This design comes from an exercise in tuning for small area and a short achievable clock period on the open sky130 flow, not from production work.
Function was checked by simulation only, so behaviour that the tests miss may differ from the original.

==> 06-26 <==
// awgn_gen
module awgn_gen (
	input  wire logic clk,
	input  wire logic rst_n,
	input  wire logic run,
	input  wire logic [snr_pkg::snr_width-1:0] snr_db,
	input  wire logic snr_load,
	output logic signed [awgn_pkg::sample_width-1:0] awgn_out,
	output logic signed [awgn_pkg::quant_width-1:0] awgn_out_quant,
	output logic signed [snr_pkg::noise_width-1:0] noise_out,
	output logic sample_valid,
	output logic snr_err
);
export LEC_CHECK = 0
export ABC_CLOCK_PERIOD_IN_PS = 2000
export CAP_MARGIN = 20
export CORE_MARGIN = 2
export CORE_UTILIZATION = 60
export SETUP_SLACK_MARGIN = 4.8
export SLEW_MARGIN = 20
export SYNTH_MEMORY_MAX_BITS = 16384
create_clock -name core_clock -period 7.5 [get_ports {clk}]
standard.sh (not shown) runs the stock make flow with config.mk's settings and CLKGATE_MAP_FILE= SYNTH_SCRIPT=/design/flow/synth_recipe.tcl, a recipe that flattens the netlist after the stock synthesis.
==> flow/flow/run.sh <==
#!/bin/bash
# Standard layout, with the port buffers made from buf_2 cells instead of
# the default pick (a slow delay buffer). Each tool's output goes to a log here.
set -euo pipefail
export BUFFER_PORTS_ARGS="-buffer_cell sky130_fd_sc_hd__buf_2"
export RECOVER_POWER=100
bash standard.sh > standard_make.log 2>&1
==> 10-18: changes against 06-26 <==
==> flow/flow/run.sh (replaced) <==
#!/bin/bash
# Standard layout, with the port buffers made from buf_2 cells instead of
# the default pick (a slow delay buffer). Each tool's output goes to a log here.
set -euo pipefail
export BUFFER_PORTS_ARGS="-buffer_cell sky130_fd_sc_hd__buf_2"
bash standard.sh > standard_make.log 2>&1
==> comparison <==
Of 06-26 and 10-18, 10-18 has the higher design area (gap about 1.6%, measured against 10-18).
06-26 completed and failed the layout checks on capacitance limit, slew limit. 10-18 ran to the end with no violations.
Between 10-18 and 06-26, the lower first-iteration DRC count is in 06-26 (gap 9.2%, measured against 06-26).
Against 10-18, the utilization of 06-26 is lower by 1.1 points.
Non-clock buffer count is the same in 06-26 and 10-18.
Of 06-26 and 10-18, 10-18 has the higher setup slack (gap 1.1 ns).
Global-route usage is the same in 10-18 and 06-26.
Against 06-26, the critical path depth of 10-18 is higher by 1.
Clock-buffer cell count is the same in 10-18 and 06-26.
Sequential cell count is the same in 10-18 and 06-26.
==> figures <==
Status: 06-26 complete, but fails checks; 10-18 no timing/DRC/antenna violations
Layout check failures: 06-26 capacitance limit, slew limit; 10-18 -
Final design instance area without fill: 06-26 8760 um^2; 10-18 8900 um^2
Vias: 06-26 6476; 10-18 6441
Total detailed-routing wirelength: 06-26 19.6 mm; 10-18 19.5 mm
Fill cells: 06-26 1103; 10-18 1058
Critical Path Fanout Max: 06-26 40; 10-18 5
Pin slew with the least headroom to its limit: 06-26 2.74 ns; 10-18 0.783 ns
Highest attainable clock frequency: 06-26 268 MHz; 10-18 376 MHz
Final worst-path setup slack: 06-26 3.76 ns; 10-18 4.84 ns
Worst EP arrival: 06-26 3.96 ns; 10-18 2.86 ns
Sequential share of cell area: 06-26 0.254; 10-18 0.250
Worst setup startpoint: 06-26 noise_scale_i.quant[6]; 10-18 clt_sum_i.sum_word[1]
Multi-input gate share of the layout cell area: 06-26 0.607; 10-18 0.600
N_diodes: 06-26 0; 10-18 1
Slew Viols, Final: 06-26 294; 10-18 0
Number of cell instances on the worst register-to-register path: 06-26 8; 10-18 9
Multi-input combinational cell area: 06-26 5320 um^2; 10-18 5340 um^2


==> willow <==
Another version of the RTL of awgn_gen (not shown whole).
==> flow/config.mk <==
export PLATFORM = sky130hd
export DESIGN_NAME = awgn_gen
export DESIGN_NICKNAME = awgn_gen
export VERILOG_FILES = /design/flow/design.v
export SDC_FILE = /design/flow/constraint.sdc
export NUM_CORES = 4
export LEC_CHECK = 0
export CAP_MARGIN = 20
export CORE_MARGIN = 2
export CORE_UTILIZATION = 60
export CTS_BUF_LIST = sky130_fd_sc_hd__clkbuf_8
export CTS_CLUSTER_SIZE = 30
export SETUP_SLACK_MARGIN = 4.9
export SLEW_MARGIN = 20
export SYNTH_MEMORY_MAX_BITS = 16384
==> flow/constraint.sdc <==
create_clock -name core_clock -period 7.5 [get_ports {clk}]
set_input_delay 1.5000 -clock core_clock [delete_from_list [all_inputs] [get_ports {clk}]]
set_output_delay 1.5000 -clock core_clock [all_outputs]
set_load 0.01 [all_outputs]
==> flow/flow/run.sh <==
#!/bin/bash
# Standard synthesis, then the combinational logic is mapped again by ABC
# with a delay target. The registers and tie cells are kept as they are (same
# instances, names and cells); the run checks that and falls back to the
# standard netlist otherwise. Then the standard layout from floorplan on,
# with buf_1 port buffers. Each tool's output goes to a log here.
set -euo pipefail
here=$(pwd)
export BUFFER_PORTS_ARGS="-buffer_cell sky130_fd_sc_hd__buf_1"
YOSYS=${FLOW_HOME}/../tools/install/yosys/bin/yosys
PLAT=${FLOW_HOME}/platforms/${FLOW_PLATFORM}
LIB=${PLAT}/lib/sky130_fd_sc_hd__tt_025C_1v80.lib
RES=${here}/orfs/results/${FLOW_PLATFORM}/awgn_gen/base

bash standard.sh synth > standard_synth.log 2>&1

cp "${RES}/1_2_yosys.v" "${here}/synth_standard.v"
DONT_USE=$(sed -n '/DONT_USE_CELLS += /,/^$/p' "${PLAT}/config.mk" | tr -d '\\' | tr ' ' '\n' | grep '^sky130' | sed 's/^/-dont_use /' | tr '\n' ' ')
printf 'set_driving_cell sky130_fd_sc_hd__buf_1\nset_load 5\n' > "${here}/remap.constr"

# 1. flatten the combinational cells into logic, keep registers and tie cells
#    as instances, and map the logic again
cat > "${here}/remap.ys" <<EOY
read_liberty -ignore_miss_func ${LIB}
read_verilog ${here}/synth_standard.v
hierarchy -top ${FLOW_TOP}
setattr -mod -set keep_hierarchy 1 sky130_fd_sc_hd__*df* sky130_fd_sc_hd__conb_1
flatten
select ${FLOW_TOP}
rename -hide w:*.*
select -clear
opt -purge
abc -script ${here}/flow/remap.abc -liberty ${LIB} ${DONT_USE} -constr ${here}/remap.constr -D 1400
opt_clean -purge
select ${FLOW_TOP}
write_verilog -noattr -nohex -nodec -selected ${here}/synth_remap_raw.v
EOY
"${YOSYS}" -s "${here}/remap.ys" > remap_yosys.log 2>&1

# 2. connect output ports straight to their drivers again
python3 "${here}/flow/fix_aliases.py" "${here}/synth_remap_raw.v" "${here}/synth_remap_fixed.v" > fix_aliases.log 2>&1

# 3. tie cells and pass-through buffers as the standard synthesis makes them
cat > "${here}/remap2.ys" <<EOY
read_liberty -lib ${LIB}
read_verilog ${here}/synth_remap_fixed.v
hierarchy -check -top ${FLOW_TOP}
hilomap -singleton -hicell sky130_fd_sc_hd__conb_1 HI -locell sky130_fd_sc_hd__conb_1 LO
splitnets
opt_clean -purge
insbuf -buf sky130_fd_sc_hd__buf_4 A X
opt_clean -purge
write_verilog -noattr -nohex -nodec ${here}/synth_remapped.v
EOY
"${YOSYS}" -s "${here}/remap2.ys" > remap2_yosys.log 2>&1

# the registers must be the standard synthesis's, instance for instance
grep -E '^\s+sky130_fd_sc_hd__\S*df\S* ' "${here}/synth_standard.v" | sort > flops_standard.txt
grep -E '^\s+sky130_fd_sc_hd__\S*df\S* ' "${here}/synth_remapped.v" | sort > flops_remapped.txt
if [[ -s flops_standard.txt ]] && cmp -s flops_standard.txt flops_remapped.txt && ! grep -q '^\s*assign ' "${here}/synth_remapped.v"; then
	cp "${here}/synth_remapped.v" "${RES}/1_2_yosys.v"
	rm -f "${RES}/1_synth.odb" "${RES}/1_synth.sdc"
	echo "using the remapped netlist" >> remap_yosys.log
else
	echo "remap changed the registers or left assigns; using the standard netlist" >> remap_yosys.log
fi

bash standard.sh > standard_make.log 2>&1
==> flow/flow/fix_aliases.py <==
#!/usr/bin/env python3
"""Reconnect output ports that the remap left as aliases of internal nets.

After the ABC remap, Yosys may write `assign <port bits> = <internal nets>;`
instead of connecting the port to its driver. For every port bit assigned a
plain internal net (_NNN_), the net is renamed to the port bit everywhere and
the pair is dropped from the assign; whatever remains (port to port) is left
for insbuf."""
import re, sys
src, dst = sys.argv[1], sys.argv[2]
text = open(src).read()
widths = {}
for m in re.finditer(r'^\s*(?:input|output)\s+(?:\[(\d+):(\d+)\]\s+)?(\w+)\s*;', text, re.M):
    hi, lo, name = m.group(1), m.group(2), m.group(3)
    widths[name] = (int(hi), int(lo)) if hi is not None else None
def expand(s):
    s = s.strip()
    if s.startswith('{'):
        s = s[1:-1]
    out = []
    for t in [x.strip() for x in s.split(',')]:
        m = re.fullmatch(r'(\w+)\[(\d+):(\d+)\]', t)
        if m:
            hi, lo = int(m.group(2)), int(m.group(3))
            out += ['%s[%d]' % (m.group(1), i) for i in range(hi, lo - 1, -1)]
        elif re.fullmatch(r'\w+', t) and t in widths and widths[t]:
            hi, lo = widths[t]
            out += ['%s[%d]' % (t, i) for i in range(hi, lo - 1, -1)]
        else:
            out.append(t)
    return out
ren = {}
lines = text.split('\n')
newlines = []
for ln in lines:
    m = re.fullmatch(r'\s*assign\s+(.*?)\s*=\s*(.*?)\s*;\s*', ln)
    if not m:
        newlines.append(ln)
        continue
    lhs, rhs = expand(m.group(1)), expand(m.group(2))
    if len(lhs) != len(rhs):
        newlines.append(ln)
        continue
    keep = []
    for l, r in zip(lhs, rhs):
        if re.fullmatch(r'_\d+_', r) and r not in ren:
            ren[r] = l
        else:
            keep.append((l, r))
    if keep:
        newlines.append('  assign { %s } = { %s };' % (', '.join(l for l, _ in keep), ', '.join(r for _, r in keep)))
out = []
for ln in newlines:
    m = re.fullmatch(r'\s*wire\s+(_\d+_)\s*;\s*', ln)
    if m and m.group(1) in ren:
        continue
    out.append(ln)
text = '\n'.join(out)
if ren:
    pat = re.compile(r'(?<![\w\\$])(' + '|'.join(re.escape(k) for k in ren) + r')(?![\w])')
    text = pat.sub(lambda m: ren[m.group(1)], text)
open(dst, 'w').write(text)
print('reconnected %d port bits' % len(ren))
==> flow/flow/remap.abc <==
strash
dch -f
map -D 1400
topo
buffer -p
upsize -D 1400
dnsize -D 1400
==> sierra: changes against willow <==
==> flow/flow/run.sh (replaced) <==
#!/bin/bash
# Standard layout, with the port buffers made from buf_2 cells instead of
# the default pick (a slow delay buffer). Each tool's output goes to a log here.
set -euo pipefail
export BUFFER_PORTS_ARGS="-buffer_cell sky130_fd_sc_hd__buf_1"
bash standard.sh > standard_make.log 2>&1
--- a/flow/config.mk
+++ b/flow/config.mk
@@ -10,3 +10,3 @@
 export CORE_UTILIZATION = 60
-export CTS_BUF_LIST = sky130_fd_sc_hd__clkbuf_8
+export CTS_BUF_LIST = sky130_fd_sc_hd__clkbuf_4 sky130_fd_sc_hd__clkbuf_8
 export CTS_CLUSTER_SIZE = 30
removed: flow/flow/fix_aliases.py
removed: flow/flow/remap.abc
==> yarrow: changes against willow <==
--- a/flow/config.mk
+++ b/flow/config.mk
@@ -10,5 +10,5 @@
 export CORE_UTILIZATION = 60
-export CTS_BUF_LIST = sky130_fd_sc_hd__clkbuf_8
+export CTS_BUF_LIST = sky130_fd_sc_hd__clkbuf_4 sky130_fd_sc_hd__clkbuf_8
 export CTS_CLUSTER_SIZE = 30
-export SETUP_SLACK_MARGIN = 4.9
+export SETUP_SLACK_MARGIN = 4.95
 export SLEW_MARGIN = 20
==> notes <==
Of yarrow and sierra, sierra has the higher wire length (gap 12%, measured against sierra).
Synthesized cell count is the same in willow and yarrow.
Worst hold slack: yarrow > willow > sierra.
Global-route usage: yarrow > sierra > willow.
Critical path depth: willow is lower than sierra (2).
The lowest setup slack belongs to sierra, the highest to yarrow.
Sequential cell count is the same in yarrow and sierra.
Against willow, the cell count of sierra is lower by about 9%.
The highest clock skew belongs to sierra, the lowest to yarrow.
Against willow, the die area of sierra is higher by 5.0%.
==> figures <==
| quantity | yarrow | sierra | willow |
|---|---|---|---|
| Status | no timing/DRC/antenna violations | no timing/DRC/antenna violations | no timing/DRC/antenna violations |
| Number of buffer and inverter instances along the worst setup path | 1 | 3 | 1 |
| Endpoint of the worst register-to-register path | uniform_bank_i.z[15]$_DFFE_PN1P_ | clt_sum_i.sum_word[27]$_DFFE_PN0P_ | noise_scale_i.noise_r[1]$_DFF_PN0_ |
| Sequential share of cell area | 0.277 | 0.245 | 0.279 |
| Met1 Usage GRT | 0.414 | 0.403 | 0.412 |
| Inverter count of the layout excluding clock inverters | 124 | 55 | 124 |
| Actual slew at the worst max-slew pin | 707 ps | 874 ps | 713 ps |
| Post-Synthesis Cells | 1034 | 872 | 1034 |
| Initial core utilization | 0.614 | 0.615 | 0.614 |
| Share of the cycle needed by the critical path after routing | 0.337 | 0.353 | 0.341 |
| GRT met3 Usage | 0.0374 | 0.0480 | 0.0369 |
| Top fanout value on the critical path | 5 | 2 | 4 |
| Cell total after placement | 1203 | 1033 | 1203 |
| Post-route cell area | 0.00807 mm² | 0.00921 mm² | 0.00797 mm² |
| Total Routed Length | 19400 µm | 22000 µm | 19100 µm |
| Mean instance size in the synthesized netlist | 7.14 µm² | 8.90 µm² | 7.14 µm² |
| HPWL Detailed | 14000 µm | 13500 µm | 14000 µm |
| Met2 Usage GRT | 0.496 | 0.493 | 0.493 |

==> static timing again, ports no longer ideal <==
The flow's constraints put no driver on any port. The routed layouts listed below were extracted and timed again, unchanged, in two steps. Step 1 assumes that a clkbuf_16 drives the clock port and a buf_2 every other input. Step 2, shift: input delay + t, output delay - t, t = (earliest + latest rising clock arrival at the registers) / 2. This alone moves slack from input paths to output paths. Three values: ideal, step 1, step 2; two values: the first two.
run | t, ns | setup slack, ns | pins driven straight from the clock port
06-26 | 0.393 | 3.763 / 3.763 / 3.763 | 1
10-18 | 0.391 | 4.842 / 4.810 / 4.839 | 1
willow | 0.426 | 4.941 / 4.906 / 4.629 | 1
sierra | 0.427 | 4.854 / 4.811 / 4.701 | 1
yarrow | 0.425 | 4.974 / 4.938 / 4.792 | 1
For willow, which loses most, drivers alone change the setup slack by -0.035 ns; drivers and shift together by -0.312 ns.
